Background: an optimization exercise with open tools, aiming at small area. Do not read the settings as production practice.
Only simulation tests tie the RTL to the original design; equivalence was not proved.
Power is estimated from default activity; no workload was simulated.

`flow/flow/run.sh`:
```
#!/bin/bash
# Own layout flow: the standard flow (standard.sh) with
#  - an area-oriented ABC mapping script in place of ORFS's (everything else
#    in synthesis, including synth_recipe.tcl, is unchanged),
#  - the smallest buffer for the port buffers,
#  - small clock buffers and no dummy loads in CTS.
# Each tool's full output is in the ORFS logs under orfs/logs and in flow_*.log here.
set -euo pipefail
W=$PWD
F=$W/flow
cat > $W/my_synth.tcl <<EOT
proc abc {args} {
  set i [lsearch \$args -script]
  if {\$i >= 0} { lset args [expr {\$i + 1}] $F/area.abc }
  puts "abc with area script: \$args"
  yosys abc {*}\$args
}
source $W/synth_recipe.tcl
EOT
bash standard.sh \
  SYNTH_SCRIPT=$W/my_synth.tcl \
  ABC_AREA=1 \
  "BUFFER_PORTS_ARGS=-buffer_cell sky130_fd_sc_hd__buf_1" \
  "CTS_ARGS=-sink_clustering_enable -sink_clustering_size 8 -sink_clustering_max_diameter 50 -repair_clock_nets -dont_use_dummy_load -buf_list sky130_fd_sc_hd__clkbuf_4" \
  SLEW_MARGIN=10 CAP_MARGIN=10 \
  finish > $W/flow_make.log 2>&1
```
`flow/config.mk`:
```
export PLATFORM = sky130hd
export DESIGN_NAME = actionpoint_unit
export DESIGN_NICKNAME = actionpoint_unit
export VERILOG_FILES = /design/flow/design.v
export SDC_FILE = /design/flow/constraint.sdc
export NUM_CORES = 4
export LEC_CHECK = 0
export CAP_MARGIN = 20
export CORE_MARGIN = 2
export CORE_UTILIZATION = 40
export SLEW_MARGIN = 20
```
`flow/flow/area.abc`:
```
strash
dc2
dch -f
amap
topo
```
`flow/standard.sh`:
```
#!/bin/bash
# synth_recipe.tcl (not shown) runs the flow's synth.tcl, then flattens the netlist and writes it again
# the make line also repeats each setting of config.mk as NAME=value (left out here)
make -C /OpenROAD-flow-scripts/flow DESIGN_CONFIG=/design/flow/config.mk WORK_HOME=/design/flow/orfs CLKGATE_MAP_FILE= SYNTH_SCRIPT=/design/flow/synth_recipe.tcl "${@:-finish}"
```
`flow/constraint.sdc`:
```
create_clock -name core_clock -period 10.0 [get_ports {clk_debug}]
set_input_delay 2.0000 -clock core_clock [delete_from_list [all_inputs] [get_ports {clk_debug}]]
set_output_delay 2.0000 -clock core_clock [all_outputs]
set_load 0.01 [all_outputs]
```
`flow/design.v`:
```
`default_nettype none
package ap_regs_pkg;
   localparam int NUM_APS    = 4;       
   localparam int AUX_ADDR_W = 12;      
   localparam int DATA_W     = 32;      
   localparam logic [AUX_ADDR_W-1:0] AP_AUX_BASE = 12'h220;
   localparam int AP_REG_VALUE = 0;     
   localparam int AP_REG_MASK  = 1;     
   localparam int AP_REG_CTRL  = 2;     
   localparam int AC_W          = 6;
   localparam int AC_MODE_LSB   = 0;    
   localparam int AC_TARGET_LSB = 2;    
   localparam int AC_ACTION     = 4;    
   localparam int AC_PAIR       = 5;    
   typedef logic [1:0] ap_idx_t;
endpackage
`default_nettype wire
`default_nettype none
package ap_match_pkg;
   localparam logic [1:0] MODE_OFF = 2'd0;
   localparam logic [1:0] MODE_EQ  = 2'd1;    
   localparam logic [1:0] MODE_NE  = 2'd2;    
   localparam logic [1:0] TGT_PC         = 2'd0;    
   localparam logic [1:0] TGT_MEM_ADDR   = 2'd1;    
   localparam logic [1:0] TGT_STORE_DATA = 2'd2;    
   localparam logic [1:0] TGT_AUX_ADDR   = 2'd3;    
   localparam int PC_W = 32;
endpackage
`default_nettype wire
`timescale 1ns/1ns
`default_nettype none
import ap_regs_pkg::*;
import ap_match_pkg::*;
module actionpoint_unit
(
   input  wire logic                  clk_debug,
   input  wire logic                  rst_a,
   input  wire logic                  i_en,           
   input  wire logic                  i_actionhalt,   
   input  wire logic                  i_aux_write,
   input  wire logic                  i_aux_read,
   input  wire logic [AUX_ADDR_W-1:0] i_aux_addr,
   input  wire logic [DATA_W-1:0]     i_aux_data,
   input  wire logic                  i_h_write,
   input  wire logic [AUX_ADDR_W-1:0] i_h_addr,
   input  wire logic [DATA_W-1:0]     i_h_data,
   input  wire logic [AUX_ADDR_W-1:0] i_rd_addr,
   input  wire logic [PC_W-1:0]       i_pc,
   input  wire logic                  i_pc_valid,
   input  wire logic [DATA_W-1:0]     i_mem_addr,
   input  wire logic                  i_mload,
   input  wire logic                  i_mstore,
   input  wire logic [DATA_W-1:0]     i_store_data,
   output logic [DATA_W-1:0]          o_rd_data,
   output logic                       o_brk,
   output logic                       o_swi,
   output logic [NUM_APS-1:0]         o_status
);
   logic [DATA_W-1:0] value_r [NUM_APS];
   logic [DATA_W-1:0] mask_r  [NUM_APS];
   logic [AC_W-1:0]   ctrl_r  [NUM_APS];
   logic [NUM_APS-1:0] status_r;
   logic              regs_live;    
   logic                  host_w, hc_we, hc_in_map;
   logic [AUX_ADDR_W-1:0] hc_addr;
   logic [DATA_W-1:0]     hc_data;
   logic [3*NUM_APS-1:0]  hc_sel;       
   assign host_w    = i_h_write & i_en;    
   assign hc_we     = host_w | i_aux_write;
   assign hc_addr   = host_w ? i_h_addr : i_aux_addr;
   assign hc_data   = host_w ? i_h_data : i_aux_data;
   assign hc_in_map = hc_we & (hc_addr[AUX_ADDR_W-1:4] == AP_AUX_BASE[AUX_ADDR_W-1:4]);
   logic [DATA_W-1:0]  src [NUM_APS];
   logic [3:0]         tsel [NUM_APS];    
   logic [NUM_APS-1:0] strobe, match, raw, pair, action, qual, cap_sel, written;
   logic               cap;
   always_comb
   begin
      for (int i = 0; i < NUM_APS; i++)
      begin
         tsel[i] = 4'b0001 << ctrl_r[i][AC_TARGET_LSB +: 2];
         src[i]  = ({DATA_W{tsel[i][TGT_PC]}}         & i_pc) |
                   ({DATA_W{tsel[i][TGT_MEM_ADDR]}}   & i_mem_addr) |
                   ({DATA_W{tsel[i][TGT_STORE_DATA]}} & i_store_data) |
                   ({DATA_W{tsel[i][TGT_AUX_ADDR]}}   & DATA_W'(i_aux_addr));
         strobe[i] = (tsel[i][TGT_PC]         & i_pc_valid) |
                     (tsel[i][TGT_MEM_ADDR]   & (i_mload | i_mstore)) |
                     (tsel[i][TGT_STORE_DATA] & i_mstore) |
                     (tsel[i][TGT_AUX_ADDR]   & (i_aux_read | i_aux_write));
         match[i] = &((src[i] ~^ value_r[i]) | mask_r[i]);    
         raw[i]   = i_en & strobe[i] &
                    ((ctrl_r[i][1:0] == MODE_EQ) ? match[i] :
                     (ctrl_r[i][1:0] == MODE_NE) ? !match[i] : 1'b0);
         pair[i]   = ctrl_r[i][AC_PAIR];
         action[i] = ctrl_r[i][AC_ACTION];
      end
      for (int i = 0; i < NUM_APS; i++)
      begin
         if (pair[(i + NUM_APS - 1) % NUM_APS])
            qual[i] = 1'b0;    
         else if (pair[i])
            qual[i] = raw[i] & raw[(i + 1) % NUM_APS];
         else
            qual[i] = raw[i];
      end
      cap_sel[0] = qual[0];
      cap_sel[1] = qual[1] & ~qual[0];
      cap_sel[2] = qual[2] & ~|qual[1:0];
      cap_sel[3] = qual[3] & ~|qual[2:0];
      cap_sel    = cap_sel & {NUM_APS{~i_actionhalt}};
      cap        = |cap_sel;
      for (int k = 0; k < 3 * NUM_APS; k++)
         hc_sel[k] = ~cap & hc_in_map & (hc_addr[3:0] == 4'(k));
      for (int i = 0; i < NUM_APS; i++)
         written[i] = cap_sel[i] | hc_sel[3*i] | hc_sel[3*i+1] | hc_sel[3*i+2];
   end
   assign o_brk = |(qual & ~action);
   assign o_swi = |(qual & action);
   always_ff @(posedge clk_debug or posedge rst_a)
   begin
      if (rst_a)
         regs_live <= 1'b0;
      else
         regs_live <= 1'b1;
   end
   logic [DATA_W-1:0] wdata;
   always_comb
   begin
      wdata = cap ? '0 : hc_data;
      for (int i = 0; i < NUM_APS; i++)
         wdata = wdata | ({DATA_W{cap_sel[i]}} & src[i]);
   end
   always_ff @(posedge clk_debug)
   begin
      for (int i = 0; i < NUM_APS; i++)
      begin
         value_r[i] <= ({DATA_W{cap_sel[i] | hc_sel[3*i]}} & wdata) |
                       ({DATA_W{regs_live & ~cap_sel[i] & ~hc_sel[3*i]}} & value_r[i]);
         mask_r[i]  <= ({DATA_W{hc_sel[3*i+1]}} & hc_data) |
                       ({DATA_W{regs_live & ~hc_sel[3*i+1]}} & mask_r[i]);
      end
   end
   always_ff @(posedge clk_debug or posedge rst_a)
   begin
      if (rst_a)
      begin
         for (int i = 0; i < NUM_APS; i++)
            ctrl_r[i] <= '0;
         status_r <= '0;
      end
      else
      begin
         for (int i = 0; i < NUM_APS; i++)
            if (hc_sel[3*i+2]) ctrl_r[i] <= hc_data[AC_W-1:0];    
         status_r <= (status_r & ~written) | qual;    
      end
   end
   assign o_status = status_r;
   logic                 rd_in_map;
   logic [3*NUM_APS-1:0] rd_sel;
   assign rd_in_map = i_rd_addr[AUX_ADDR_W-1:4] == AP_AUX_BASE[AUX_ADDR_W-1:4];
   always_comb
   begin
      for (int k = 0; k < 3 * NUM_APS; k++)
         rd_sel[k] = rd_in_map & (i_rd_addr[3:0] == 4'(k));
      o_rd_data = '0;    
      for (int i = 0; i < NUM_APS; i++)
         o_rd_data = o_rd_data |
                     ({DATA_W{rd_sel[3*i]   & regs_live}} & value_r[i]) |
                     ({DATA_W{rd_sel[3*i+1] & regs_live}} & mask_r[i]) |
                     ({DATA_W{rd_sel[3*i+2]}} & DATA_W'(ctrl_r[i]));
   end
endmodule
`default_nettype wire
```
==> results of run 1 <==
-- power groups by stage --
stage / registers [mW] / logic (mW) / clock network, mW
final: 1.14 / 0.259 / 0.637
after detailed placement: 1.17 / 0.245 / 0
after global routing: 1.14 / 0.267 / 0.673
after floorplan: 1.17 / 0.110 / 0
after global placement: 1.17 / 0.243 / 0
after CTS: 1.14 / 0.246 / 0.627
-- cell usage after synthesis, drive strengths merged --
cell type  number
nor2          167
o21ai          68
or3             9
or4b            1
o41ai           1
o21a            4
a211oi         56
o211ai          8
dfrtp          29
nor2b           2
a2111oi        39
nor3           37
or4            31
a22oi          15
conb            1
nand4           9
o22ai         473
dfxtp         256
or2             7
o221ai         25
a221oi         29
nand3          15
clkinv        344
o31ai           1
o221a           7
a222oi        108
nand2b          2
o22a            2
nand2          35
nand4bb         1
nor4            7
a21boi          3
a21oi          75
-- path summary, 6_finish.rpt --
check                           endpoint  slack, ns      startpoint
min                        mask_r[1][26]       0.48   mask_r[1][26]
min in group asynchronous   ctrl_r[2][4]       1.40           rst_a
max                        value_r[0][9]       1.62  i_aux_addr[10]
max reg2reg                value_r[0][9]       1.89    ctrl_r[2][3]
max in group asynchronous   ctrl_r[3][3]       8.13           rst_a
min reg2reg                mask_r[1][26]       0.48   mask_r[1][26]
-- cells in the final DEF (no fill, tap or decap), types with 2 or more instances in the layout --
master | Yosys | final
o22ai_1 | 473 | 473
clkinv_1 | 344 | 339
dfxtp_1 | 256 | 256
buf_1 | 0 | 243
nor2_1 | 167 | 153
a222oi_1 | 108 | 108
a21oi_1 | 75 | 75
o21ai_0 | 68 | 68
a211oi_1 | 56 | 56
buf_4 | 0 | 55
clkbuf_4 | 0 | 44
nor3_1 | 37 | 36
nand2_1 | 35 | 34
a2111oi_0 | 39 | 32
or4_1 | 31 | 31
a221oi_1 | 29 | 29
dfrtp_1 | 29 | 29
o221ai_1 | 25 | 25
a22oi_1 | 15 | 15
nand3_1 | 15 | 15
nand4_1 | 9 | 9
nor2_4 | 0 | 8
o211ai_1 | 8 | 8
a2111oi_1 | 0 | 7
nor4_1 | 7 | 7
o221a_1 | 7 | 7
or3_1 | 9 | 7
or2_0 | 7 | 6
nor2_2 | 0 | 6
inv_2 | 0 | 5
o21a_1 | 4 | 4
a21boi_0 | 3 | 3
clkdlybuf4s18_2 | 0 | 3
diode_2 | 0 | 2
nor2b_1 | 2 | 2
nand2b_1 | 2 | 2
or3_2 | 0 | 2
o22a_1 | 2 | 2
-- stage by stage --
stage	instances	worst slack [ns]	instance area, sq um
floorplan	1867	2.68	15000
global placement	2633	1.21	17000
detailed placement	2637	1.41	17000
CTS	2681	2.07	17400
global route	2683	1.38	17400
finish	2684	1.62	17400
-- sequential cells by signal (all words and copies together), names as in the netlist --
signal	cells
status_r	4
ctrl_r	24
regs_live	1
value_r	128
mask_r	128
-- critical path, cell delays in order --
cell and delay (ns):
buf_1 0.39, clkinv_1 0.23, nor2_1 0.15, a221oi_1 0.06
a21boi_0 0.19, o21ai_0 0.24, a21oi_1 0.08, a2111oi_1 0.99
nand4_1 0.18, nor2_1 0.38, a21oi_1 0.07, nor4_1 0.40
o211ai_1 0.26, nand2b_1 0.16, nand2b_1 0.13, nor2_1 0.05
buf_4 0.19, nor4_1 0.41, o21ai_0 0.36, o31ai_1 0.68
clkinv_1 0.20, nand2_1 0.64, buf_12 0.30, o22ai_1 0.11
-- routing by layer --
metal | wire length (um) | up-vias | track usage, %
met5 | 45 | - | 0
met4 | 6630 | 6 | 28.1
met3 | 13200 | 455 | 12.4
met2 | 34700 | 1816 | 62.0
met1 | 30900 | 8849 | 54.2
li1 | - | 8249 | -
-- area by class of cell --
type | count | share of cell area (%)
diodes | 2 | 0.0288
clock buffers | 44 | 1.90
inverters | 344 | 7.44
multi-input cells | 1238 | 45.6
flip-flops and latches | 285 | 33.7
well taps | 468 | 3.37
repair buffers | 303 | 7.94
-- kinds of logic after synthesis --
family	after synthesis	synth area share (%)
compound gates	914	42.3
buf+inv	344	8.62
simple gates	323	10.0
flops	285	39.1
other cells	1	0.0250
==> impl_metrics.tcl, run 1 <==
set metrics [dict create \
    status "no timing/DRC/antenna violations" \
    postRouteWirelength_mm 85.6 \
    grt_usage_pct 42.4 \
    finalPower_mw 2.04 \
    required_ns 10.52 \
    ctsHoldBuffers 0 \
    ys_seq_area_share_pct 39.1 \
    swShare_pct 30.6 \
    irDropWorstVdd_uv 56.2 \
    p_seq_share_pct 56.0 \
    fillCellCount 3774 \
    htree_levels 2 \
    layout-drive-gt1-share_pct 5.69 \
    setup_tns_ns 0 \
    p_int_mw 1.41 \
    die_area_sq_um 39000 \
    rows 70 \
    combPwrFrac_pct 12.7 \
    synth.distinct_cells 33 \
    hold_viol_final 0 \
    synth_warnings 6 \
    firstDrtPassIters 11 \
    relSlewSlack_pct 12.9 \
    finalNetCount 2422 \
    worstPathArrival_ns 8.90 \
    grt_pass1_vias 18000 \
    maxCapViolCount 0 \
    path_max_fanout 22 \
    grt_pass1_wl_mm 121 \
    power_density_nw_per_um2 117 \
    io_buffers 243 \
    startpoint_type "input pin" \
    path_class "in2reg" \
    leakage_nw 5.24 \
    grt_max_degree 40 \
    synth_seq_cells 285 \
    areaGrowthSynthToFinish_pct 16.0 \
    drcViolationCount 0 \
    clk_pin_slew_ns 0.09 \
    gp_congestion 1.01 \
    start_util_pct 40.8 \
    critPathCaptureType "flip-flop" \
    root_buffer "clkbuf_4" \
    vias 19400 \
    antenna_found_initial 5 \
    post-route-min-period_ns 8.38 \
    die_height_um 197 \
    cts_resized 0 \
    die_x_um 197 \
    worst_pin_slew_ns 1.27 \
    hpwl_mm 53.7 \
    synth.avg_cell_area_sq_um 8.02 \
    cts_buffers 44 \
    cts_setup_buffers 0 \
    p_sw_mw 0.624 \
    grt_overflow 0 \
    synth.area.top_cells "dfxtp_1 34%, o22ai_1 20%, clkinv_1 8.6%, a222oi_1 7.2%, dfrtp_1 4.8%" \
    avgViaCountPerCell 7.22 \
    core_sq_um 36700 \
    whs_path_depth 2 \
    max_freq_mhz 119 \
    rsz0062_at_grt "no" \
    synth.cell_area_sq_um 15000 \
    register_area_sq_um 5850 \
    synth_area_leader_cell "dfxtp_1" \
    fin_crit_sh_pct 83.8 \
    clkPwrFrac_pct 31.3 \
    cts_sinks 285 \
    netlist_instances 1867 \
    wl_per_cell_um 31.9 \
    finalSetupViolCount 0 \
    worstHoldPathType "reg2reg" \
    fin_skew_ns 0.126 \
    tritoncts "done" \
    rr_worst_depth 22 \
    ios 244 \
    drtIter0Drc 3185 \
    multi_input_area_sq_um 7920 \
    fin_util_pct 47.3 \
    yosysTopAreaCellShare_pct 34.2 \
    clock_latency_ns 0.76 \
    synthesis.nets 2073 \
    clk_path_buf_depth 3 \
    drv_slew 0 \
    antenna_left 0 \
    fin_hold_ws_ns 0.484 \
]
==> run 2, diff against run 1 <==
--- a/flow/flow/run.sh
+++ b/flow/flow/run.sh
@@ -21,6 +21,6 @@
   SYNTH_SCRIPT=$W/my_synth.tcl \
   ABC_AREA=1 \
   "BUFFER_PORTS_ARGS=-buffer_cell sky130_fd_sc_hd__buf_1" \
-  "CTS_ARGS=-sink_clustering_enable -sink_clustering_size 8 -sink_clustering_max_diameter 50 -repair_clock_nets -dont_use_dummy_load -buf_list sky130_fd_sc_hd__clkbuf_4" \
+  "CTS_ARGS=-sink_clustering_enable -sink_clustering_size 12 -sink_clustering_max_diameter 60 -repair_clock_nets -dont_use_dummy_load -buf_list sky130_fd_sc_hd__clkbuf_8" \
   SLEW_MARGIN=10 CAP_MARGIN=10 \
   finish > $W/flow_make.log 2>&1
==> run 2 against run 1 <==
Clock skew is 0.059 ns lower. Synthesized cell count unchanged. Via count down 0.28%. First-iteration DRC count up 5.3%. Wire length shrank 0.30%. Critical path depth unchanged. Clock power rose by 11%. Sequential share of layout area decreased by 0.18 points. Largest power group unchanged.
==> impl_metrics.tcl, run 2 <==
set metrics [dict create \
    relSlewSlack_pct 12.6 \
    start_util_pct 40.8 \
    wl_per_cell_um 31.9 \
    grt_overflow 0 \
    cts_sinks 285 \
    rrSetupSlack_ns 1.86 \
    layout-drive-gt1-share_pct 5.13 \
    synth_flop_cell "dfxtp_1" \
    clk_pin_slew_ns 0.09 \
    crit_family "compound AO/OA/AOI/OAI gates" \
    max_freq_mhz 120 \
    async_flop_share_pct 10.2 \
    synth.avg_cell_area_sq_um 8.02 \
    leakage_nw 5.26 \
    synth_warnings 6 \
    fin_crit_sh_pct 83.5 \
    status "no timing/DRC/antenna violations" \
    dr_wl_met2_mm 35.2 \
    finalNetCount 2409 \
    antenna_left 0 \
    path_max_fanout 22 \
    grt_pass1_wl_mm 120 \
    wl_met1_mm 30.8 \
    path_class "in2reg" \
    drv_slew 0 \
    grt_pass1_vias 17900 \
    finalSetupViolCount 0 \
    route.top_layer_used "met5" \
    gp_congestion 1.01 \
    cts_setup_buffers 0 \
    synth_seq_cells 285 \
    rsz0062_at_grt "no" \
    cpPeakStageDelay_ns 0.90 \
    setup_tns_ns 0 \
    avgViaCountPerCell 7.24 \
    synth.area.top_cells "dfxtp_1 34%, o22ai_1 20%, clkinv_1 8.6%, a222oi_1 7.2%, dfrtp_1 4.8%" \
    hold_viol_final 0 \
    antenna_found_initial 3 \
    fin_util_pct 47.6 \
    finalPower_mw 2.10 \
    crit_buf_inv 5 \
    vias 19300 \
    holdPathEnd "mask_r[3][24]" \
    io_buffers 243 \
    core_sq_um 36700 \
    synth.distinct_cells 33 \
    rr_worst_depth 22 \
    fin_area_sq_um 17500 \
    firstDrtPassIters 10 \
    crit_top_cell "nor2_1" \
    clock_latency_ns 0.65 \
    critPathCaptureType "flip-flop" \
    min-delay-start "mask_r[3][24]" \
    multi_input_area_sq_um 7920 \
    cts_resized 0 \
    fillCellCount 3746 \
    cts_buffers 31 \
    rows 70 \
    worstHoldPathType "reg2reg" \
    dpl.cell_count 2637 \
    ys_seq_area_share_pct 39.1 \
    synth_edf_count 0 \
    tritoncts "done" \
    drtIter0Drc 3353 \
    yosysTopAreaCellShare_pct 34.2 \
    layout_setup_ws_ns 1.65 \
    startpoint_type "input pin" \
    post-route-min-period_ns 8.35 \
    hpwl_mm 53.7 \
    yosysMostFrequentCell "o22ai_1" \
    register_area_sq_um 5850 \
    power_density_nw_per_um2 120 \
    drcViolationCount 0 \
    clk_path_buf_depth 3 \
    worstReg2RegEnd "value_r[0][8]" \
    worst-path-stages 24 \
    maxCapViolCount 0 \
    grt_max_degree 40 \
    worstPathArrival_ns 8.80 \
    layout_common_cells "473 x o22ai_1, 339 x clkinv_1, 256 x dfxtp_1, 243 x buf_1, 153 x nor2_1" \
    reg_top3 "mask_r x128, value_r x128, ctrl_r x24" \
    synth.cell_area_sq_um 15000 \
    ios 244 \
    crit_path_top_delay_cell "a2111oi_1" \
    areaGrowthSynthToFinish_pct 16.6 \
    grt_usage_pct 42.1 \
    required_ns 10.44 \
    mostFrequentLayoutCell "o22ai_1" \
    die_x_um 197 \
    postRouteWirelength_mm 85.3 \
    die_height_um 197 \
    final_cells 2670 \
    die_area_sq_um 39000 \
    synth_area_leader_cell "dfxtp_1" \
    fin_skew_ns 0.0675 \
    whs_path_depth 2 \
    netlist_instances 1867 \
    worstReg2RegStart "ctrl_r[2][3]" \
    fin_hold_ws_ns 0.487 \
    irDropWorstVdd_uv 101 \
    dp_slack_ns 1.41 \
    root_buffer "clkbuf_8" \
    htree_levels 1 \
    synthesis.nets 2073 \
    critical_path.cell_chain "buf_1 -> clkinv_1 -> nor2_1 -> a221oi_1 -> a21boi_0 -> o21ai_0 -> a21oi_1 -> a2111oi_1 -> nand4_1 -> nor2_1 -> a21oi_1 -> nor4_1 -> o211ai_1 -> nand2b_1 -> nand2b_1 -> nor2_1 -> buf_4 -> nor4_1 -> o21ai_0 -> o31ai_1 -> clkinv_1 -> nand2_1 -> buf_12 -> o22ai_1" \
    worst_pin_slew_ns 1.28 \
    dpl_cell_area_sq_um 17000 \
    synthTopCellsByCount "473 x o22ai_1, 344 x clkinv_1, 256 x dfxtp_1, 167 x nor2_1, 108 x a222oi_1" \
    wl_met3_mm 13.0 \
    ctsHoldBuffers 0 \
]
-- run 2: how the worst max path moves through the flow --
stage                   startpoint             end
global placement    i_aux_addr[10]  value_r[0][11]
floorplan           i_aux_addr[10]   value_r[2][0]
finish              i_aux_addr[10]   value_r[0][8]
detailed placement  i_aux_addr[10]   value_r[0][8]
CTS                 i_aux_addr[10]   value_r[3][9]
global route        i_aux_addr[10]   value_r[3][9]
-- run 2: power by group --
part | total [mW] | switching [mW] | internal [mW] | leakage, nW
combinational | 0.259 | 0.187 | 0.0724 | 2.68
sequential | 1.14 | 0.00166 | 1.14 | 2.35
clock | 0.704 | 0.431 | 0.273 | 0.223
-- run 2: kinds of logic after synthesis --
kind of cell,synth area share [%]
DFF,39.1
and+or+nand+nor,10.0
buffers and inverters,8.62
AOI/OAI and AO/OA,42.3
other,0.0250
-- run 2: final cells by class --
type                    count  area share (%)
inverters                 344            7.40
multi-input cells        1238            45.4
clock buffers              31            2.44
diodes                      1          0.0143
flip-flops and latches    285            33.5
well taps                 468            3.35
repair buffers            303            7.90
-- run 2: worst register-to-register path, stage by stage, from the launching register on --
cell and delay [ns]:
dfrtp_1 0.55, clkinv_1 0.20, nor2_4 0.99, buf_4 0.41, a22oi_1 0.12, o221ai_1 0.16, a221oi_1 0.17, a2111oi_0 1.08
nand4_1 0.18, nor2_1 0.33, a21oi_1 0.07, nor4_1 0.35, o211ai_1 0.24, nand2b_1 0.17, nor2_1 0.06, buf_4 0.20
nor4_1 0.42, o21ai_0 0.35, o31ai_1 0.67, clkinv_1 0.20, nand2_1 0.64, buf_12 0.31, o22ai_1 0.12
-- run 2: per-layer routing --
metal  global-route usage (%)  up-vias
met5                        0        -
met2                     62.1     1807
li1                         -     8205
met4                     27.6        4
met3                     11.4      443
met1                     54.0     8861
==> run 3, diff against run 2 <==
--- a/flow/flow/run.sh
+++ b/flow/flow/run.sh
@@ -17,10 +17,15 @@
 }
 source $W/synth_recipe.tcl
 EOT
+# the platform's don't-use cells, plus the larger plain buffers so that
+# repair_design buffers high-fanout nets with buf_1/buf_2
+PLAT_DONT_USE="sky130_fd_sc_hd__probe_p_8 sky130_fd_sc_hd__probec_p_8 sky130_fd_sc_hd__lpflow_bleeder_1 sky130_fd_sc_hd__lpflow_clkbufkapwr_1 sky130_fd_sc_hd__lpflow_clkbufkapwr_16 sky130_fd_sc_hd__lpflow_clkbufkapwr_2 sky130_fd_sc_hd__lpflow_clkbufkapwr_4 sky130_fd_sc_hd__lpflow_clkbufkapwr_8 sky130_fd_sc_hd__lpflow_clkinvkapwr_1 sky130_fd_sc_hd__lpflow_clkinvkapwr_16 sky130_fd_sc_hd__lpflow_clkinvkapwr_2 sky130_fd_sc_hd__lpflow_clkinvkapwr_4 sky130_fd_sc_hd__lpflow_clkinvkapwr_8 sky130_fd_sc_hd__lpflow_decapkapwr_12 sky130_fd_sc_hd__lpflow_decapkapwr_3 sky130_fd_sc_hd__lpflow_decapkapwr_4 sky130_fd_sc_hd__lpflow_decapkapwr_6 sky130_fd_sc_hd__lpflow_decapkapwr_8 sky130_fd_sc_hd__lpflow_inputiso0n_1 sky130_fd_sc_hd__lpflow_inputiso0p_1 sky130_fd_sc_hd__lpflow_inputiso1n_1 sky130_fd_sc_hd__lpflow_inputiso1p_1 sky130_fd_sc_hd__lpflow_inputisolatch_1 sky130_fd_sc_hd__lpflow_isobufsrc_1 sky130_fd_sc_hd__lpflow_isobufsrc_16 sky130_fd_sc_hd__lpflow_isobufsrc_2 sky130_fd_sc_hd__lpflow_isobufsrc_4 sky130_fd_sc_hd__lpflow_isobufsrc_8 sky130_fd_sc_hd__lpflow_isobufsrckapwr_16 sky130_fd_sc_hd__lpflow_lsbuf_lh_hl_isowell_tap_1 sky130_fd_sc_hd__lpflow_lsbuf_lh_hl_isowell_tap_2 sky130_fd_sc_hd__lpflow_lsbuf_lh_hl_isowell_tap_4 sky130_fd_sc_hd__lpflow_lsbuf_lh_isowell_4 sky130_fd_sc_hd__lpflow_lsbuf_lh_isowell_tap_1 sky130_fd_sc_hd__lpflow_lsbuf_lh_isowell_tap_2 sky130_fd_sc_hd__lpflow_lsbuf_lh_isowell_tap_4"
+EXTRA_DONT_USE="sky130_fd_sc_hd__buf_4 sky130_fd_sc_hd__buf_6 sky130_fd_sc_hd__buf_8 sky130_fd_sc_hd__buf_12 sky130_fd_sc_hd__buf_16"
 bash standard.sh \
+  "DONT_USE_CELLS=$PLAT_DONT_USE $EXTRA_DONT_USE" \
   SYNTH_SCRIPT=$W/my_synth.tcl \
   ABC_AREA=1 \
   "BUFFER_PORTS_ARGS=-buffer_cell sky130_fd_sc_hd__buf_1" \
-  "CTS_ARGS=-sink_clustering_enable -sink_clustering_size 12 -sink_clustering_max_diameter 60 -repair_clock_nets -dont_use_dummy_load -buf_list sky130_fd_sc_hd__clkbuf_8" \
+  "CTS_ARGS=-sink_clustering_enable -sink_clustering_size 10 -sink_clustering_max_diameter 50 -repair_clock_nets -dont_use_dummy_load -buf_list sky130_fd_sc_hd__clkbuf_4" \
   SLEW_MARGIN=10 CAP_MARGIN=10 \
   finish > $W/flow_make.log 2>&1
==> run 3 against run 2 <==
Clock skew grew 0.058 ns. Via count fell by 1.4%. Largest cell class unchanged. Global-route usage down 0.51 points. Worst setup slack lost 0.23 ns. Highest routed layer is now met4. Synthesized cell count unchanged. Fmax down 2.7%. Register-to-register slack lost 0.44 ns.
==> impl_metrics.tcl, run 3 <==
set metrics [dict create \
    gp_congestion 1.04 \
    rows 70 \
    worstReg2RegStart "ctrl_r[1][2]" \
    maxCapViolCount 0 \
    worstReg2RegEnd "value_r[3][2]" \
    areaGrowthSynthToFinish_pct 16.7 \
    finalSetupViolCount 0 \
    drcViolationCount 0 \
    synth.area.top_cells "dfxtp_1 34%, o22ai_1 20%, clkinv_1 8.6%, a222oi_1 7.2%, dfrtp_1 4.8%" \
    rrSetupSlack_ns 1.42 \
    synth_edf_count 0 \
    path_max_fanout 32 \
    die_height_um 197 \
    fin_skew_ns 0.126 \
    worstHoldPathType "reg2reg" \
    netlist_instances 1867 \
    antenna_found_initial 1 \
    max_freq_mhz 117 \
    dpl_cell_area_sq_um 17200 \
    irDropWorstVdd_uv 67.3 \
    clk_path_buf_depth 3 \
    finalNetCount 2410 \
    fin_area_sq_um 17500 \
    cts_buffers 39 \
    synthTopCellsByCount "473 x o22ai_1, 344 x clkinv_1, 256 x dfxtp_1, 167 x nor2_1, 108 x a222oi_1" \
    grt_pass1_vias 17400 \
    ys_seq_area_share_pct 39.1 \
    critPathCaptureType "flip-flop" \
    synth_area_leader_cell "dfxtp_1" \
    crit_family "simple AND/OR/NAND/NOR gates" \
    startpoint_type "flip-flop" \
    yosysMostFrequentCell "o22ai_1" \
    status "no timing/DRC/antenna violations" \
    leakage_nw 5.28 \
    worstPathArrival_ns 9.07 \
    ctsHoldBuffers 0 \
    wl_per_cell_um 31.6 \
    die_x_um 197 \
    synth.avg_cell_area_sq_um 8.02 \
    vias 19000 \
    start_util_pct 40.8 \
    root_buffer "clkbuf_4" \
    hold_viol_final 0 \
    synth.cell_area_sq_um 15000 \
    worst-path-stages 24 \
    cts_sinks 285 \
    crit_path_end "value_r[3][2]" \
    async_flop_share_pct 10.2 \
    layout_common_cells "473 x o22ai_1, 337 x clkinv_1, 256 x dfxtp_1, 244 x buf_1, 153 x nor2_1" \
    ios 244 \
    crit_path_top_delay_cell "nor2_4" \
    die_area_sq_um 39000 \
    grt_overflow 0 \
    setup_tns_ns 0 \
    synth_warnings 6 \
    htree_levels 2 \
    clk_pin_slew_ns 0.09 \
    tritoncts "done" \
    rr_worst_depth 24 \
    cts_resized 0 \
    firstDrtPassIters 10 \
    grt_pass1_wl_mm 118 \
    yosysTopAreaCellShare_pct 34.2 \
    relSlewSlack_pct 9.74 \
    rsz0062_at_grt "no" \
    startpoint "ctrl_r[1][2]" \
    dpl.cell_count 2631 \
    synth_flop_cell "dfxtp_1" \
    required_ns 10.49 \
    io_buffers 243 \
    worst_pin_slew_ns 1.35 \
    antenna_left 0 \
    synth_seq_cells 285 \
    postRouteWirelength_mm 84.3 \
    cts_setup_buffers 0 \
    crit_buf_inv 4 \
    fin_crit_sh_pct 85.8 \
    hpwl_mm 54.1 \
    cpPeakStageDelay_ns 0.92 \
    core_sq_um 36700 \
    final_cells 2671 \
    mostFrequentLayoutCell "o22ai_1" \
    synthesis.nets 2073 \
    grt_max_degree 41 \
    grt_usage_pct 41.6 \
    drtIter0Drc 3134 \
    reg_top3 "mask_r x128, value_r x128, ctrl_r x24" \
    synth.distinct_cells 33 \
    clock_latency_ns 0.71 \
    finalPower_mw 1.99 \
    path_class "reg2reg" \
    avgViaCountPerCell 7.13 \
    critical_path.cell_chain "clkinv_1 -> nor2_4 -> clkinv_1 -> nor2b_1 -> a21oi_1 -> o221a_1 -> nor2_1 -> a211oi_1 -> a2111oi_0 -> nand4_1 -> nor2_1 -> a21oi_1 -> nor4_1 -> o211ai_1 -> nand2b_1 -> nand2b_1 -> nor2_1 -> nor4_1 -> o21ai_0 -> or3_1 -> o21ai_0 -> clkinv_1 -> clkdlybuf4s18_2 -> o22ai_1" \
    post-route-min-period_ns 8.58 \
    layout-drive-gt1-share_pct 4.27 \
    power_density_nw_per_um2 114 \
    drv_slew 0 \
]
## run 3: routing by layer
| metal | vias up | routed length, um | track usage [%] |
|---|---|---|---|
| li1 | 8229 | - | - |
| met1 | 8884 | 32600 | 55.3 |
| met2 | 1592 | 35000 | 61.8 |
| met3 | 339 | 11200 | 9.34 |
| met4 | 0 | 5460 | 24.1 |
| met5 | - | 0 | 0 |
## run 3: worst reg2reg max path: cells and delay by family (launching register included)
family / cells / cell delay (ns)
and+or+nand+nor: 11 / 3.71
AOI/OAI and AO/OA: 9 / 2.47
buffers and inverters: 4 / 1.87
DFF: 1 / 0.45
## run 3: area by class of cell
class	instances	area (sq um)
Inverter	344	1290
Clock buffer	39	293
Fill cell	3751	19200
Timing Repair Buffer	296	1520
Antenna cell	1	2.50
Sequential cell	285	5850
Multi-Input combinational cell	1238	7920
Tap cell	468	586
## run 3: power breakdown
group / total (mW) / internal (mW) / leakage, nW / switching [mW]
Sequential: 1.14 / 1.14 / 2.35 / 0.00277
Clock: 0.593 / 0.179 / 0.179 / 0.414
Combinational: 0.256 / 0.0738 / 2.75 / 0.182
## run 3: kinds of logic (layout without fill, tap and decap cells)
group	after synthesis	in the layout	synth area share (%)
simple gates	323	323	10.0
compound gates	914	914	42.3
flops	285	285	39.1
other cells	1	2	0.0250
buf+inv	344	679	8.62
## run 3: how the worst min path moves through the flow
stage                              from  cells after the start  slack, ns       endpoint
after floorplan           mask_r[0][14]                      2       0.46  mask_r[0][14]
after global placement    mask_r[2][21]                      2       0.47  mask_r[2][21]
after detailed placement  mask_r[0][15]                      2       0.47  mask_r[0][15]
after CTS                 mask_r[2][22]                      2       0.49  mask_r[2][22]
after global routing       mask_r[0][5]                      2       0.50   mask_r[0][5]
final                     mask_r[2][21]                      2       0.49  mask_r[2][21]
## run 3: through the flow
| step | worst slack [ns] | hold slack (ns) | utilization, % |
|---|---|---|---|
| after floorplan | 2.68 | 0.457 | - |
| after global placement | 1.30 | 0.468 | 46.8 |
| after detailed placement | 1.32 | 0.472 | 46.8 |
| after CTS | 1.83 | 0.488 | 47.6 |
| after global routing | 1.13 | 0.499 | 47.6 |
| final | 1.42 | 0.489 | 47.6 |
==> run 4, diff against run 3 <==
--- a/flow/flow/run.sh
+++ b/flow/flow/run.sh
@@ -17,15 +17,15 @@
 }
 source $W/synth_recipe.tcl
 EOT
-# the platform's don't-use cells, plus the larger plain buffers so that
-# repair_design buffers high-fanout nets with buf_1/buf_2
+# the platform's don't-use cells, plus the larger buffers and delay cells, so that
+# repair_design buffers high-fanout nets with buf_1/buf_2 (CTS uses clkbuf_4)
 PLAT_DONT_USE="sky130_fd_sc_hd__probe_p_8 sky130_fd_sc_hd__probec_p_8 sky130_fd_sc_hd__lpflow_bleeder_1 sky130_fd_sc_hd__lpflow_clkbufkapwr_1 sky130_fd_sc_hd__lpflow_clkbufkapwr_16 sky130_fd_sc_hd__lpflow_clkbufkapwr_2 sky130_fd_sc_hd__lpflow_clkbufkapwr_4 sky130_fd_sc_hd__lpflow_clkbufkapwr_8 sky130_fd_sc_hd__lpflow_clkinvkapwr_1 sky130_fd_sc_hd__lpflow_clkinvkapwr_16 sky130_fd_sc_hd__lpflow_clkinvkapwr_2 sky130_fd_sc_hd__lpflow_clkinvkapwr_4 sky130_fd_sc_hd__lpflow_clkinvkapwr_8 sky130_fd_sc_hd__lpflow_decapkapwr_12 sky130_fd_sc_hd__lpflow_decapkapwr_3 sky130_fd_sc_hd__lpflow_decapkapwr_4 sky130_fd_sc_hd__lpflow_decapkapwr_6 sky130_fd_sc_hd__lpflow_decapkapwr_8 sky130_fd_sc_hd__lpflow_inputiso0n_1 sky130_fd_sc_hd__lpflow_inputiso0p_1 sky130_fd_sc_hd__lpflow_inputiso1n_1 sky130_fd_sc_hd__lpflow_inputiso1p_1 sky130_fd_sc_hd__lpflow_inputisolatch_1 sky130_fd_sc_hd__lpflow_isobufsrc_1 sky130_fd_sc_hd__lpflow_isobufsrc_16 sky130_fd_sc_hd__lpflow_isobufsrc_2 sky130_fd_sc_hd__lpflow_isobufsrc_4 sky130_fd_sc_hd__lpflow_isobufsrc_8 sky130_fd_sc_hd__lpflow_isobufsrckapwr_16 sky130_fd_sc_hd__lpflow_lsbuf_lh_hl_isowell_tap_1 sky130_fd_sc_hd__lpflow_lsbuf_lh_hl_isowell_tap_2 sky130_fd_sc_hd__lpflow_lsbuf_lh_hl_isowell_tap_4 sky130_fd_sc_hd__lpflow_lsbuf_lh_isowell_4 sky130_fd_sc_hd__lpflow_lsbuf_lh_isowell_tap_1 sky130_fd_sc_hd__lpflow_lsbuf_lh_isowell_tap_2 sky130_fd_sc_hd__lpflow_lsbuf_lh_isowell_tap_4"
-EXTRA_DONT_USE="sky130_fd_sc_hd__buf_4 sky130_fd_sc_hd__buf_6 sky130_fd_sc_hd__buf_8 sky130_fd_sc_hd__buf_12 sky130_fd_sc_hd__buf_16"
+EXTRA_DONT_USE="sky130_fd_sc_hd__buf_4 sky130_fd_sc_hd__buf_6 sky130_fd_sc_hd__buf_8 sky130_fd_sc_hd__buf_12 sky130_fd_sc_hd__buf_16 sky130_fd_sc_hd__bufbuf_8 sky130_fd_sc_hd__bufbuf_16 sky130_fd_sc_hd__clkbuf_8 sky130_fd_sc_hd__clkbuf_16 sky130_fd_sc_hd__clkdlybuf4s15_1 sky130_fd_sc_hd__clkdlybuf4s15_2 sky130_fd_sc_hd__clkdlybuf4s18_1 sky130_fd_sc_hd__clkdlybuf4s18_2 sky130_fd_sc_hd__clkdlybuf4s25_1 sky130_fd_sc_hd__clkdlybuf4s25_2 sky130_fd_sc_hd__clkdlybuf4s50_1 sky130_fd_sc_hd__clkdlybuf4s50_2 sky130_fd_sc_hd__dlygate4sd1_1 sky130_fd_sc_hd__dlygate4sd2_1 sky130_fd_sc_hd__dlygate4sd3_1 sky130_fd_sc_hd__dlymetal6s2s_1 sky130_fd_sc_hd__dlymetal6s4s_1 sky130_fd_sc_hd__dlymetal6s6s_1"
 bash standard.sh \
   "DONT_USE_CELLS=$PLAT_DONT_USE $EXTRA_DONT_USE" \
   SYNTH_SCRIPT=$W/my_synth.tcl \
   ABC_AREA=1 \
   "BUFFER_PORTS_ARGS=-buffer_cell sky130_fd_sc_hd__buf_1" \
-  "CTS_ARGS=-sink_clustering_enable -sink_clustering_size 10 -sink_clustering_max_diameter 50 -repair_clock_nets -dont_use_dummy_load -buf_list sky130_fd_sc_hd__clkbuf_4" \
+  "CTS_ARGS=-sink_clustering_enable -sink_clustering_size 8 -sink_clustering_max_diameter 50 -repair_clock_nets -dont_use_dummy_load -buf_list sky130_fd_sc_hd__clkbuf_4" \
   SLEW_MARGIN=10 CAP_MARGIN=10 \
   finish > $W/flow_make.log 2>&1
==> run 4 against run 3 <==
Power rose by 1.6%. Synthesized cell count is the same. Worst setup slack got worse by 0.39 ns. Fmax decreased by 4.3%. Combinational power hardly changed. Final area fell by 0.97%. Count of clock-buffer cells in the layout grew 5. Sequential share of layout area rose by 0.33 points. Largest power group unchanged.
==> impl_metrics.tcl, run 4 <==
set metrics [dict create \
    ios 244 \
    grt_usage_pct 42.0 \
    htree_levels 2 \
    max_freq_mhz 112 \
    register_area_sq_um 5850 \
    layout_common_cells "473 x o22ai_1, 343 x clkinv_1, 301 x buf_1, 256 x dfxtp_1, 153 x nor2_1" \
    synth_seq_cells 285 \
    post-route-min-period_ns 8.97 \
    irDropWorstVdd_uv 66.7 \
    reg_top3 "mask_r x128, value_r x128, ctrl_r x24" \
    critPathCaptureType "flip-flop" \
    synth_edf_count 0 \
    power_density_nw_per_um2 117 \
    swShare_pct 30.4 \
    grt_overflow 0 \
    crit_top_cell "nor2_1" \
    vias 19600 \
    path_max_fanout 19 \
    die_area_sq_um 39000 \
    grt_pass1_wl_mm 120 \
    maxCapViolCount 0 \
    fin_crit_sh_pct 89.7 \
    antenna_found_initial 4 \
    worstPathArrival_ns 9.53 \
    synthTopCellsByCount "473 x o22ai_1, 344 x clkinv_1, 256 x dfxtp_1, 167 x nor2_1, 108 x a222oi_1" \
    firstDrtPassIters 13 \
    tritoncts "done" \
    synth_flop_cell "dfxtp_1" \
    synth_area_leader_cell "dfxtp_1" \
    clock_latency_ns 0.74 \
    die_height_um 197 \
    grt_pass1_vias 18100 \
    setup_tns_ns 0 \
    leakage_nw 5.16 \
    yosysTopAreaCellShare_pct 34.2 \
    mostFrequentLayoutCell "o22ai_1" \
    path_class "reg2reg" \
    start_util_pct 40.8 \
    synth.distinct_cells 33 \
    cpPeakStageDelay_ns 1.04 \
    fin_hold_ws_ns 0.488 \
    hold_viol_final 0 \
    synth_warnings 6 \
    ys_seq_area_share_pct 39.1 \
    layout-drive-gt1-share_pct 4.44 \
    antenna_left 0 \
    finalNetCount 2459 \
    gp_congestion 1.04 \
    p_seq_share_pct 56.4 \
    cts_setup_buffers 0 \
    async_flop_share_pct 10.2 \
    p_int_mw 1.41 \
    crit_path_top_delay_cell "nand2_1" \
    ctsHoldBuffers 0 \
    synthesis.nets 2073 \
    io_buffers 243 \
    hpwl_mm 60.9 \
    rows 70 \
    postRouteWirelength_mm 84.5 \
    clk_pin_slew_ns 0.09 \
    status "no timing/DRC/antenna violations" \
    drv_slew 0 \
    synth.area.top_cells "dfxtp_1 34%, o22ai_1 20%, clkinv_1 8.6%, a222oi_1 7.2%, dfrtp_1 4.8%" \
    areaGrowthSynthToFinish_pct 15.6 \
    drcViolationCount 0 \
    drtIter0Drc 3682 \
    p_sw_mw 0.614 \
    combPwrFrac_pct 12.5 \
    multi_input_area_sq_um 7910 \
    worst_pin_slew_ns 1.42 \
    critical_path.cell_chain "clkinv_1 -> nor2_4 -> buf_1 -> clkinv_1 -> o22ai_1 -> a221oi_1 -> nor2_1 -> a21oi_1 -> a2111oi_0 -> nand4_1 -> nor2_1 -> a21oi_1 -> nor4_1 -> o211ai_1 -> nand2b_1 -> nor2_1 -> nor4_1 -> o21ai_0 -> or3_1 -> or3_1 -> nand2_1 -> buf_2 -> o22ai_1" \
    synth.cell_area_sq_um 15000 \
    root_buffer "clkbuf_4" \
    relSlewSlack_pct 5.08 \
    die_x_um 197 \
    rsz0062_at_grt "no" \
    cts_resized 0 \
    avgViaCountPerCell 7.19 \
    finalSetupViolCount 0 \
    core_sq_um 36700 \
    grt_max_degree 32 \
    fin_skew_ns 0.0635 \
    synth.avg_cell_area_sq_um 8.02 \
    clk_path_buf_depth 3 \
    wl_per_cell_um 31.1 \
    clkPwrFrac_pct 31.1 \
    cts_sinks 285 \
    required_ns 10.56 \
    yosysMostFrequentCell "o22ai_1" \
    netlist_instances 1867 \
    cts_buffers 44 \
    fillCellCount 3761 \
    worstHoldPathType "reg2reg" \
    startpoint_type "flip-flop" \
]
==> run 4: cells by family after synthesis <==
kind of cell | share of synthesized area, %
DFF | 39.1
and+or+nand+nor | 10.0
AOI/OAI and AO/OA | 42.3
other | 0.0250
buffers and inverters | 8.62
==> run 4: routing by layer <==
metal  vias to the layer above  global-route usage, %  share of wire [%]
met3                       430                   10.8                 14
met2                      1769                   61.6                 41
met1                      9044                   55.2                 38
met5                         -                      0              0.045
li1                       8317                      -                  -
met4                         4                   25.4                7.2
==> run 4: path summary, 6_finish.rpt <==
check,end,startpoint,slack (ns),cells past startpoint
max,mask_r[3][7],ctrl_r[2][2],1.03,23
min,mask_r[1][24],mask_r[1][24],0.49,2
max reg2reg,mask_r[3][7],ctrl_r[2][2],1.03,23
min reg2reg,mask_r[1][24],mask_r[1][24],0.49,2
max in group asynchronous,ctrl_r[2][2],rst_a,7.54,3
min in group asynchronous,ctrl_r[3][5],rst_a,1.21,2
==> run 4: final cells by class <==
class                      instances  share of cell area (%)
sequential                       285                    33.8
tap                              468                    3.38
clock buffer                      44                    1.91
antenna                            2                  0.0289
inverter                         344                    7.46
timing repair buffer             340                    7.65
multi-input combinational       1238                    45.7
==> run 4: through the flow <==
stage / util [%] / instances / setup WS, ns / instance area (sq um) / power, mW
6_report: 47.1 / 2721 / 1.03 / 17300 / 2.02
5_1_grt: 47.1 / 2720 / 0.980 / 17300 / 2.07
4_1_cts: 47.1 / 2718 / 1.69 / 17300 / 2.00
3_5_place_dp: 46.2 / 2674 / 1.08 / 17000 / 1.41
3_3_place_gp: 46.2 / 2672 / 1.01 / 16900 / 1.40
2_1_floorplan: - / 1867 / 2.68 / 15000 / 1.28
==> run 4: power groups by stage <==
stage | Clock (mW) | Combinational [mW] | Sequential [mW]
after floorplan | 0 | 0.110 | 1.17
after global placement | 0 | 0.237 | 1.17
after detailed placement | 0 | 0.240 | 1.17
after CTS | 0.624 | 0.241 | 1.14
after global routing | 0.668 | 0.262 | 1.14
final | 0.628 | 0.253 | 1.14
==> run 4: worst max-delay path: cells and delay by family (launching register included) <==
kind            cells  cell delay [ns]
flops               1             0.47
buf+inv             4             1.90
compound gates      8             2.04
simple gates       11             4.41
==> run 5, diff against run 4 <==
--- a/flow/design.v
+++ b/flow/design.v
@@ -126,7 +126,7 @@
    logic [DATA_W-1:0] wdata;
    always_comb
    begin
-      wdata = cap ? '0 : hc_data;
+      wdata = ({DATA_W{~cap & host_w}} & i_h_data) | ({DATA_W{~cap & ~host_w}} & i_aux_data);
       for (int i = 0; i < NUM_APS; i++)
          wdata = wdata | ({DATA_W{cap_sel[i]}} & src[i]);
    end
@@ -136,7 +136,7 @@
       begin
          value_r[i] <= ({DATA_W{cap_sel[i] | hc_sel[3*i]}} & wdata) |
                        ({DATA_W{regs_live & ~cap_sel[i] & ~hc_sel[3*i]}} & value_r[i]);
-         mask_r[i]  <= ({DATA_W{hc_sel[3*i+1]}} & hc_data) |
+         mask_r[i]  <= ({DATA_W{hc_sel[3*i+1]}} & wdata) |
                        ({DATA_W{regs_live & ~hc_sel[3*i+1]}} & mask_r[i]);
       end
    end
@@ -151,7 +151,7 @@
       else
       begin
          for (int i = 0; i < NUM_APS; i++)
-            if (hc_sel[3*i+2]) ctrl_r[i] <= hc_data[AC_W-1:0];    
+            if (hc_sel[3*i+2]) ctrl_r[i] <= wdata[AC_W-1:0];    
          status_r <= (status_r & ~written) | qual;    
       end
    end
==> flow/flow/area.abc (replaced) <==
strash
dc2
dch -f
amap -F 3 -A 20
topo
==> run 5 against run 4 <==
Combinational power is 4% lower. Wire length is 3.5% lower. Count of clock-buffer cells in the layout is 1 lower.
==> impl_metrics.tcl, run 5 <==
set metrics [dict create \
    finalSetupViolCount 0 \
    wl_per_cell_um 30.4 \
    fin_hold_ws_ns 0.486 \
    final_cells 2684 \
    synthAdderAreaFrac_pct 0 \
    worst-path-stages 20 \
    cts_sinks 285 \
    dpl.cell_count 2639 \
    antenna_left 0 \
    grtUsageMet2_pct 61.6 \
    clk_pin_slew_ns 0.10 \
    synth_warnings 6 \
    yosysTopAreaCellShare_pct 34.7 \
    met3_usage_pct 10.2 \
    maxCapViolCount 0 \
    grt_overflow 0 \
    required_ns 10.59 \
    htree_levels 2 \
    postRouteWirelength_mm 81.6 \
    worstReg2RegStart "ctrl_r[2][3]" \
    synth.avg_cell_area_sq_um 8.14 \
    core_sq_um 36400 \
    synth_edf_count 0 \
    async_flop_share_pct 10.2 \
    grt_usage_pct 40.6 \
    post-route-min-period_ns 8.63 \
    critical_path.cell_chain "clkinv_1 -> nor2_2 -> buf_1 -> clkinv_1 -> o21ai_0 -> a21oi_1 -> nor4_1 -> nand4_1 -> nor3_1 -> a21oi_1 -> a2111oi_0 -> o211ai_1 -> a41oi_1 -> nor2_4 -> and3_1 -> o21ai_0 -> or3_1 -> nand2_1 -> buf_2 -> o22ai_1" \
    rrSetupSlack_ns 1.37 \
    ios 244 \
    cts_setup_buffers 0 \
    grt_max_degree 26 \
    antenna_found_initial 4 \
    cts_resized 0 \
    relSlewSlack_pct 10.7 \
    grt_pass1_wl_mm 115 \
    status "no timing/DRC/antenna violations" \
    irDropWorstVdd_uv 49.0 \
    die_x_um 196 \
    fillCellCount 3792 \
    synthesis.nets 2018 \
    synth.area.top_cells "dfxtp_1 35%, o22ai_1 19%, a222oi_1 10%, clkinv_1 9.0%, o21ai_0 5.2%" \
    globalRouteMet1Util_pct 51.9 \
    synth.cell_area_sq_um 14800 \
    layout_common_cells "441 x o22ai_1, 352 x clkinv_1, 314 x buf_1, 256 x dfxtp_1, 153 x o21ai_0" \
    firstDrtPassIters 13 \
    drtIter0Drc 3622 \
    crit_family "simple AND/OR/NAND/NOR gates" \
    synth.distinct_cells 38 \
    worstReg2RegEnd "mask_r[0][1]" \
    synth_flop_cell "dfxtp_1" \
    finalNetCount 2422 \
    layout-drive-gt1-share_pct 4.88 \
    hold_viol_final 0 \
    setup_tns_ns 0 \
    gp_congestion 1.02 \
    min-delay-start "mask_r[2][21]" \
    rows 70 \
    hpwl_mm 58.4 \
    worstPathArrival_ns 9.22 \
    die_height_um 196 \
    vias 19100 \
    fin_crit_sh_pct 86.3 \
    max_freq_mhz 116 \
    grt_pass1_vias 17400 \
    start_util_pct 40.5 \
    netlist_instances 1812 \
    crit_buf_inv 4 \
    fin_util_pct 47.1 \
    areaGrowthSynthToFinish_pct 16.3 \
    drcViolationCount 0 \
    startpoint "ctrl_r[2][3]" \
    io_buffers 243 \
    ys_seq_area_share_pct 39.7 \
    path_max_fanout 20 \
    synth_seq_cells 285 \
    critPathCaptureType "flip-flop" \
    tritoncts "done" \
    ctsHoldBuffers 0 \
    yosys.area_share.simple_pct 7.65 \
    power_density_nw_per_um2 116 \
    root_buffer "clkbuf_4" \
    drv_slew 0 \
    clk_path_buf_depth 3 \
    synth_area_leader_cell "dfxtp_1" \
    mostFrequentLayoutCell "o22ai_1" \
    synth_top_family_by_area "compound AO/OA/AOI/OAI gates" \
    leakage_nw 5.28 \
    clock_latency_ns 0.73 \
    crit_path_top_delay_cell "o21ai_0" \
    worstHoldPathType "reg2reg" \
    crit_path_end "mask_r[0][1]" \
    synthXorXnorAreaFrac_pct 0 \
    avgViaCountPerCell 7.12 \
    busiest_layer "met2" \
    rsz0062_at_grt "no" \
    worst_pin_slew_ns 1.34 \
    die_area_sq_um 38400 \
    cpPeakStageDelay_ns 0.68 \
    synth-compound-area-share_pct 43.7 \
    rr_worst_depth 20 \
    path_class "reg2reg" \
    synth.area.mux_share_pct 0 \
    cts_buffers 43 \
    reg_top3 "mask_r x128, value_r x128, ctrl_r x24" \
    startpoint_type "flip-flop" \
    synthTopCellsByCount "441 x o22ai_1, 353 x clkinv_1, 256 x dfxtp_1, 153 x o21ai_0, 147 x a222oi_1" \
    fin_skew_ns 0.0821 \
    yosysMostFrequentCell "o22ai_1" \
]
run 5: cell count changes after synthesis, sizes merged, moves of 19 or more:
| cell | previous run | this run |
|---|---|---|
| nor2 | 167 | 50 |
| o22ai | 473 | 441 |
| a211oi | 56 | 6 |
| o221ai | 25 | 6 |
| o21ai | 68 | 153 |
| a222oi | 108 | 147 |
| a21oi | 75 | 111 |
run 5: how the worst min path moves through the flow:
stage	to	depth (start not counted)
after floorplan	mask_r[2][3]	2
after global placement	mask_r[0][21]	2
after detailed placement	mask_r[0][26]	2
after CTS	mask_r[0][26]	2
after global routing	mask_r[3][18]	2
final	mask_r[2][21]	2
run 5: report_power, final:
| part | switching, mW | internal, mW | leakage, nW |
|---|---|---|---|
| clock | 0.417 | 0.197 | 0.198 |
| combinational | 0.174 | 0.0692 | 2.72 |
| sequential | 0.00206 | 1.14 | 2.36 |
run 5: logic make-up (layout without fill, tap and decap cells):
family	after synthesis	count (layout)
buffers and inverters	353	755
DFF	285	285
AOI/OAI and AO/OA	956	956
and+or+nand+nor	217	217
other	1	3
run 5: through the flow:
stage | setup WS (ns) | power [mW] | area, sq um
floorplan | 2.29 | 1.27 | 14800
global placement | 1.59 | 1.39 | 16800
detailed placement | 1.51 | 1.39 | 16800
CTS | 1.79 | 1.97 | 17200
global route | 1.37 | 2.04 | 17200
finish | 1.37 | 2.00 | 17200
run 5: area by class of cell:
type | instances | area (sq um) | area share, %
Timing Repair Buffer | 359 | 1400 | 8.18
Clock buffer | 43 | 323 | 1.88
Tap cell | 468 | 586 | 3.41
Multi-Input combinational cell | 1174 | 7670 | 44.7
Sequential cell | 285 | 5850 | 34.1
Inverter | 353 | 1330 | 7.72
Antenna cell | 2 | 5.00 | 0.0292
run 5: worst reg2reg max path, delay by kind of cell, from the launching register on:
family                 cells  cell delay (ns)
AOI/OAI and AO/OA          8             2.94
buffers and inverters      4             1.47
DFF                        1             0.44
and+or+nand+nor            8             3.69
run 5: layer usage:
metal | up-vias | part of all wire [%]
met3 | 422 | 14
met2 | 1630 | 42
met4 | 4 | 7.2
met1 | 8858 | 37
met5 | - | 0.072
li1 | 8206 | -
==> run 6, diff against run 5 <==
==> flow/flow/area.abc (replaced) <==
strash
dch -f
amap -F 3 -A 20
topo
==> run 6 against run 5 <==
Non-clock buffer count decreased by 27. Critical endpoint is now mask_r[2][14]. Highest routed layer is now met4. Synthesized cell count is 2.9% lower. Sequential cell count did not move. Still clean on timing, DRC and antenna. Clock skew up 0.0099 ns. Count of clock-buffer cells in the layout is 3 higher. Worst setup slack worse by 0.31 ns. Area after synthesis down 0.72%. Hold slack lost 0.0032 ns. Register-to-register slack got worse by 0.19 ns.
==> impl_metrics.tcl, run 6 <==
set metrics [dict create \
    worst_pin_slew_ns 1.30 \
    worstHoldPathType "reg2reg" \
    clk_path_buf_depth 3 \
    vias 18700 \
    areaGrowthSynthToFinish_pct 16.1 \
    irDropWorstVdd_uv 71.1 \
    ios 244 \
    die_area_sq_um 38200 \
    synth_edf_count 0 \
    clk_pin_slew_ns 0.08 \
    synthesis.nets 1965 \
    antenna_found_initial 1 \
    postRouteWirelength_mm 77.4 \
    setup_tns_ns 0 \
    layout-drive-gt1-share_pct 5.15 \
    htree_levels 2 \
    leakage_nw 5.20 \
    rows 70 \
    status "no timing/DRC/antenna violations" \
    die_x_um 195 \
    antenna_left 0 \
    tritoncts "done" \
    path_class "in2reg" \
    startpoint "i_pc[8]" \
    synth.distinct_cells 33 \
    synth.avg_cell_area_sq_um 8.33 \
    yosysTopAreaCellShare_pct 35.0 \
    relSlewSlack_pct 13.4 \
    fin_skew_ns 0.0920 \
    async_flop_share_pct 10.2 \
    synth.area.top_cells "dfxtp_1 35%, o22ai_1 18%, a222oi_1 9.8%, clkinv_1 8.6%, o21ai_0 5.2%" \
    gp_congestion 1.05 \
    synth_seq_cells 285 \
    die_height_um 195 \
    post-route-min-period_ns 8.94 \
    cts_sinks 285 \
    rr_worst_depth 23 \
    critPathCaptureType "flip-flop" \
    worstReg2RegStart "ctrl_r[0][2]" \
    rsz0062_at_grt "no" \
    core_sq_um 36300 \
    synthTopCellsByCount "411 x o22ai_1, 334 x clkinv_1, 256 x dfxtp_1, 152 x o21ai_0, 143 x a222oi_1" \
    grt_usage_pct 38.9 \
    cts_setup_buffers 0 \
    required_ns 10.55 \
    netlist_instances 1759 \
    finalNetCount 2345 \
    max_freq_mhz 112 \
    start_util_pct 40.3 \
    grt_pass1_vias 17200 \
    drv_slew 0 \
    grt_max_degree 33 \
    hold_viol_final 0 \
    drcViolationCount 0 \
    worstPathArrival_ns 9.48 \
    maxCapViolCount 0 \
    mostFrequentLayoutCell "o22ai_1" \
    min-delay-start "mask_r[0][28]" \
    synth_flop_cell "dfxtp_1" \
    ctsHoldBuffers 0 \
    fillCellCount 3693 \
    fin_crit_sh_pct 89.4 \
    finalSetupViolCount 0 \
    io_buffers 243 \
    drtIter0Drc 3246 \
    ys_seq_area_share_pct 39.9 \
    synth_area_leader_cell "dfxtp_1" \
    yosysMostFrequentCell "o22ai_1" \
    avgViaCountPerCell 7.17 \
    cts_buffers 46 \
    fin_util_pct 46.8 \
    root_buffer "clkbuf_4" \
    whs_path_depth 2 \
    reg_top3 "mask_r x128, value_r x128, ctrl_r x24" \
    synth_warnings 6 \
    layout_common_cells "411 x o22ai_1, 334 x clkinv_1, 284 x buf_1, 256 x dfxtp_1, 152 x o21ai_0" \
    wl_per_cell_um 29.7 \
    grt_pass1_wl_mm 111 \
    synth.cell_area_sq_um 14600 \
    grt_overflow 0 \
    startpoint_type "input pin" \
    power_density_nw_per_um2 118 \
    firstDrtPassIters 12 \
    cts_resized 0 \
    clock_latency_ns 0.76 \
    hpwl_mm 55.0 \
    path_max_fanout 18 \
]
==> run 6: cell types whose count changed after synthesis, sizes merged, moves of 9 or more <==
| cell | delta |
|---|---|
| a22oi | +19 |
| a211oi | +21 |
| nand2 | -21 |
| o221ai | +16 |
| nor2b | -14 |
| nor3 | -20 |
| clkinv | -19 |
| a2111oi | -21 |
| o22a | +21 |
| a21oi | -27 |
| or3 | +12 |
| a221oi | +9 |
| o22ai | -30 |
==> run 6: metrics by stage <==
stage | setup slack [ns] | area, sq um | hold slack (ns) | instances | power [mW]
2_1_floorplan | 2.04 | 14600 | 0.457 | 1759 | 1.26
3_3_place_gp | 0.510 | 16700 | 0.465 | 2558 | 1.38
3_5_place_dp | 0.737 | 16700 | 0.471 | 2558 | 1.38
4_1_cts | 1.46 | 17000 | 0.482 | 2604 | 1.99
5_1_grt | 0.885 | 17000 | 0.506 | 2606 | 2.06
6_report | 1.06 | 17000 | 0.482 | 2606 | 2.00
==> run 6: power breakdown <==
part	switching, mW	total (mW)	internal [mW]
Combinational	0.166	0.225	0.0595
Clock	0.425	0.636	0.210
Sequential	0.00281	1.14	1.14
Total	0.594	2.00	1.41
==> run 6: routing by layer <==
layer	vias up	global-route usage, %	share of wire (%)
li1	8032	-	-
met1	8687	51.8	38
met2	1653	58.4	42
met3	315	10.2	14
met4	0	19.2	5.4
met5	-	0	0
==> run 6: area by class of cell <==
class                      instances  area (sq um)  area share, %
clock buffer                      46           345           2.03
timing repair buffer             332          1310           7.68
sequential                       285          5850           34.4
multi-input combinational       1140          7660           45.1
tap                              468           586           3.44
antenna                            1          2.50         0.0147
inverter                         334          1250           7.37
==> run 6: kinds of logic (layout without fill, tap and decap cells) <==
logic type | count (synthesis) | count (layout) | share of synthesized area [%]
simple gates | 189 | 189 | 7.02
other cells | 1 | 2 | 0.0256
flops | 285 | 285 | 39.9
compound gates | 950 | 950 | 44.5
buf+inv | 334 | 712 | 8.56
==> run 6: worst paths after layout <==
check                                end  slack (ns)
setup / recovery           mask_r[2][14]        1.06
hold / removal             mask_r[0][28]        0.48
setup reg to reg           mask_r[2][14]        1.18
hold reg to reg            mask_r[0][28]        0.48
max in group asynchronous   ctrl_r[2][1]        7.46
min in group asynchronous   ctrl_r[0][4]        1.21
==> run 6: worst max-delay path, cell delays in order <==
cell	delay, ns
buf_1	0.12
a222oi_1	0.61
o21ai_0	0.31
nor2_1	0.15
a211oi_1	0.07
a2111oi_0	0.87
nand4_1	0.17
nor2_1	0.24
a21oi_1	0.07
nor4_1	0.33
o211ai_1	0.29
nand2_1	0.20
nor3_2	0.11
clkinv_1	0.47
nand4_1	0.39
or2_0	0.38
or3_1	0.37
nor2_1	0.18
clkinv_1	0.44
nand2_1	1.00
buf_2	0.58
o22ai_1	0.13
==> run 7, diff against run 6 <==
--- a/flow/flow/run.sh
+++ b/flow/flow/run.sh
@@ -27,5 +27,5 @@
   ABC_AREA=1 \
   "BUFFER_PORTS_ARGS=-buffer_cell sky130_fd_sc_hd__buf_1" \
   "CTS_ARGS=-sink_clustering_enable -sink_clustering_size 8 -sink_clustering_max_diameter 50 -repair_clock_nets -dont_use_dummy_load -buf_list sky130_fd_sc_hd__clkbuf_4" \
-  SLEW_MARGIN=10 CAP_MARGIN=10 \
+  SLEW_MARGIN=5 CAP_MARGIN=5 \
   finish > $W/flow_make.log 2>&1
==> run 7 against run 6 <==
Register-to-register slack got worse by 0.14 ns. Hold slack is essentially flat. Critical path depth unchanged. Largest power group unchanged. Sequential cell count unchanged. Count of clock-buffer cells in the layout stayed put.
==> impl_metrics.tcl, run 7 <==
set metrics [dict create \
    relSlewSlack_pct 14.5 \
    crit_buf_inv 4 \
    synth.area.mux_share_pct 0 \
    die_height_um 195 \
    yosysMostFrequentCell "o22ai_1" \
    die_area_sq_um 38200 \
    antenna_found_initial 1 \
    io_buffers 243 \
    wl_per_cell_um 29.6 \
    finalSetupViolCount 0 \
    cts_buffers 46 \
    async_flop_share_pct 10.2 \
    clock_latency_ns 0.76 \
    yosys.area_share.simple_pct 7.02 \
    areaGrowthSynthToFinish_pct 16.1 \
    wl_met1_mm 29.4 \
    synthXorXnorAreaFrac_pct 0 \
    leakage_nw 5.20 \
    finalNetCount 2344 \
    worst_pin_slew_ns 1.28 \
    grt_pass1_vias 17200 \
    firstDrtPassIters 17 \
    synth.area.top_cells "dfxtp_1 35%, o22ai_1 18%, a222oi_1 9.8%, clkinv_1 8.6%, o21ai_0 5.2%" \
    synthesis.nets 1965 \
    dpl.cell_count 2558 \
    ys_seq_area_share_pct 39.9 \
    synth_warnings 6 \
    drtIter0Drc 3497 \
    synth_area_leader_cell "dfxtp_1" \
    clk_path_buf_depth 3 \
    avgViaCountPerCell 7.16 \
    holdPathEnd "mask_r[0][28]" \
    dpl_cell_area_sq_um 16700 \
    synth_top_family_by_area "compound AO/OA/AOI/OAI gates" \
    ctsHoldBuffers 0 \
    fin_skew_ns 0.0910 \
    drcViolationCount 0 \
    drv_slew 0 \
    reg_top3 "mask_r x128, value_r x128, ctrl_r x24" \
    grt_overflow 0 \
    vias 18700 \
    clk_pin_slew_ns 0.08 \
    finalPower_mw 2.00 \
    synth.cell_area_sq_um 14600 \
    grt_max_degree 33 \
    synth-compound-area-share_pct 44.5 \
    wl_met3_mm 11.2 \
    critPathCaptureType "flip-flop" \
    rsz0062_at_grt "no" \
    netlist_instances 1759 \
    fin_crit_sh_pct 89.9 \
    synth_edf_count 0 \
    gp_congestion 1.05 \
    required_ns 10.56 \
    startpoint_type "input pin" \
    synthTopCellsByCount "411 x o22ai_1, 334 x clkinv_1, 256 x dfxtp_1, 152 x o21ai_0, 143 x a222oi_1" \
    cts_sinks 285 \
    route.top_layer_used "met4" \
    fillCellCount 3694 \
    path_class "in2reg" \
    fin_area_sq_um 17000 \
    hold_viol_final 0 \
    synth_flop_cell "dfxtp_1" \
    crit_top_cell "nor2_1" \
    tritoncts "done" \
    synth.distinct_cells 33 \
    cpPeakStageDelay_ns 0.99 \
    whs_path_depth 2 \
    irDropWorstVdd_uv 70.2 \
    cts_setup_buffers 0 \
    status "no timing/DRC/antenna violations" \
]
[run 7: worst max-delay path by stage]
| stage | from | slack, ns | endpoint | cells after the start |
|---|---|---|---|---|
| floorplan | i_pc[11] | 2.04 | ctrl_r[2][0] | 19 |
| global placement | i_aux_addr[2] | 0.51 | mask_r[2][14] | 21 |
| detailed placement | i_aux_addr[2] | 0.74 | mask_r[2][14] | 21 |
| CTS | i_aux_addr[2] | 1.46 | mask_r[2][14] | 21 |
| global route | ctrl_r[2][3] | 0.89 | mask_r[0][6] | 22 |
| finish | i_pc[8] | 1.01 | mask_r[2][14] | 22 |
[run 7: power by group]
part           internal, mW  switching, mW
Combinational        0.0593          0.165
Sequential             1.14        0.00275
Clock                 0.210          0.426
Total                  1.41          0.594
[run 7: layout make-up]
cell class,count,area [sq um],share of cell area (%)
Antenna cell,1,2.50,0.0147
Clock buffer,46,345,2.03
Inverter,334,1250,7.37
Multi-Input combinational cell,1140,7660,45.1
Sequential cell,285,5850,34.4
Tap cell,468,586,3.44
Timing Repair Buffer,331,1300,7.65
[run 7: tightest hold or removal path: cells and delay by family, from the launching register on]
kind	cells	cell delay, ns
flops	1	0.31
compound gates	1	0.07
buf+inv	1	0.06
[run 7: kinds of logic (layout without fill, tap and decap cells)]
kind of cell,count (synthesis),count (layout)
buffers and inverters,334,711
and+or+nand+nor,189,189
AOI/OAI and AO/OA,950,950
other,1,2
DFF,285,285
[run 7: routing by layer]
| layer | up-vias | GRT usage [%] |
|---|---|---|
| met5 | - | 0 |
| met4 | 0 | 19.2 |
| met3 | 314 | 10.2 |
| met2 | 1624 | 58.4 |
| met1 | 8665 | 51.8 |
| li1 | 8048 | - |
[run 7: through the flow]
stage	hold WS [ns]	util, %	setup slack, ns
6_report	0.482	46.8	1.01
5_1_grt	0.506	46.8	0.885
3_3_place_gp	0.465	45.8	0.510
3_5_place_dp	0.471	45.8	0.737
2_1_floorplan	0.457	-	2.04
4_1_cts	0.482	46.8	1.46

Check on run 7: ideal ports give 1.006 ns setup slack; a clkbuf_16 on the clock port and buf_2 on the inputs give 1.031 ns; moving port delays by the midpoint clock arrival (0.758 ns) as well gives 0.273 ns.
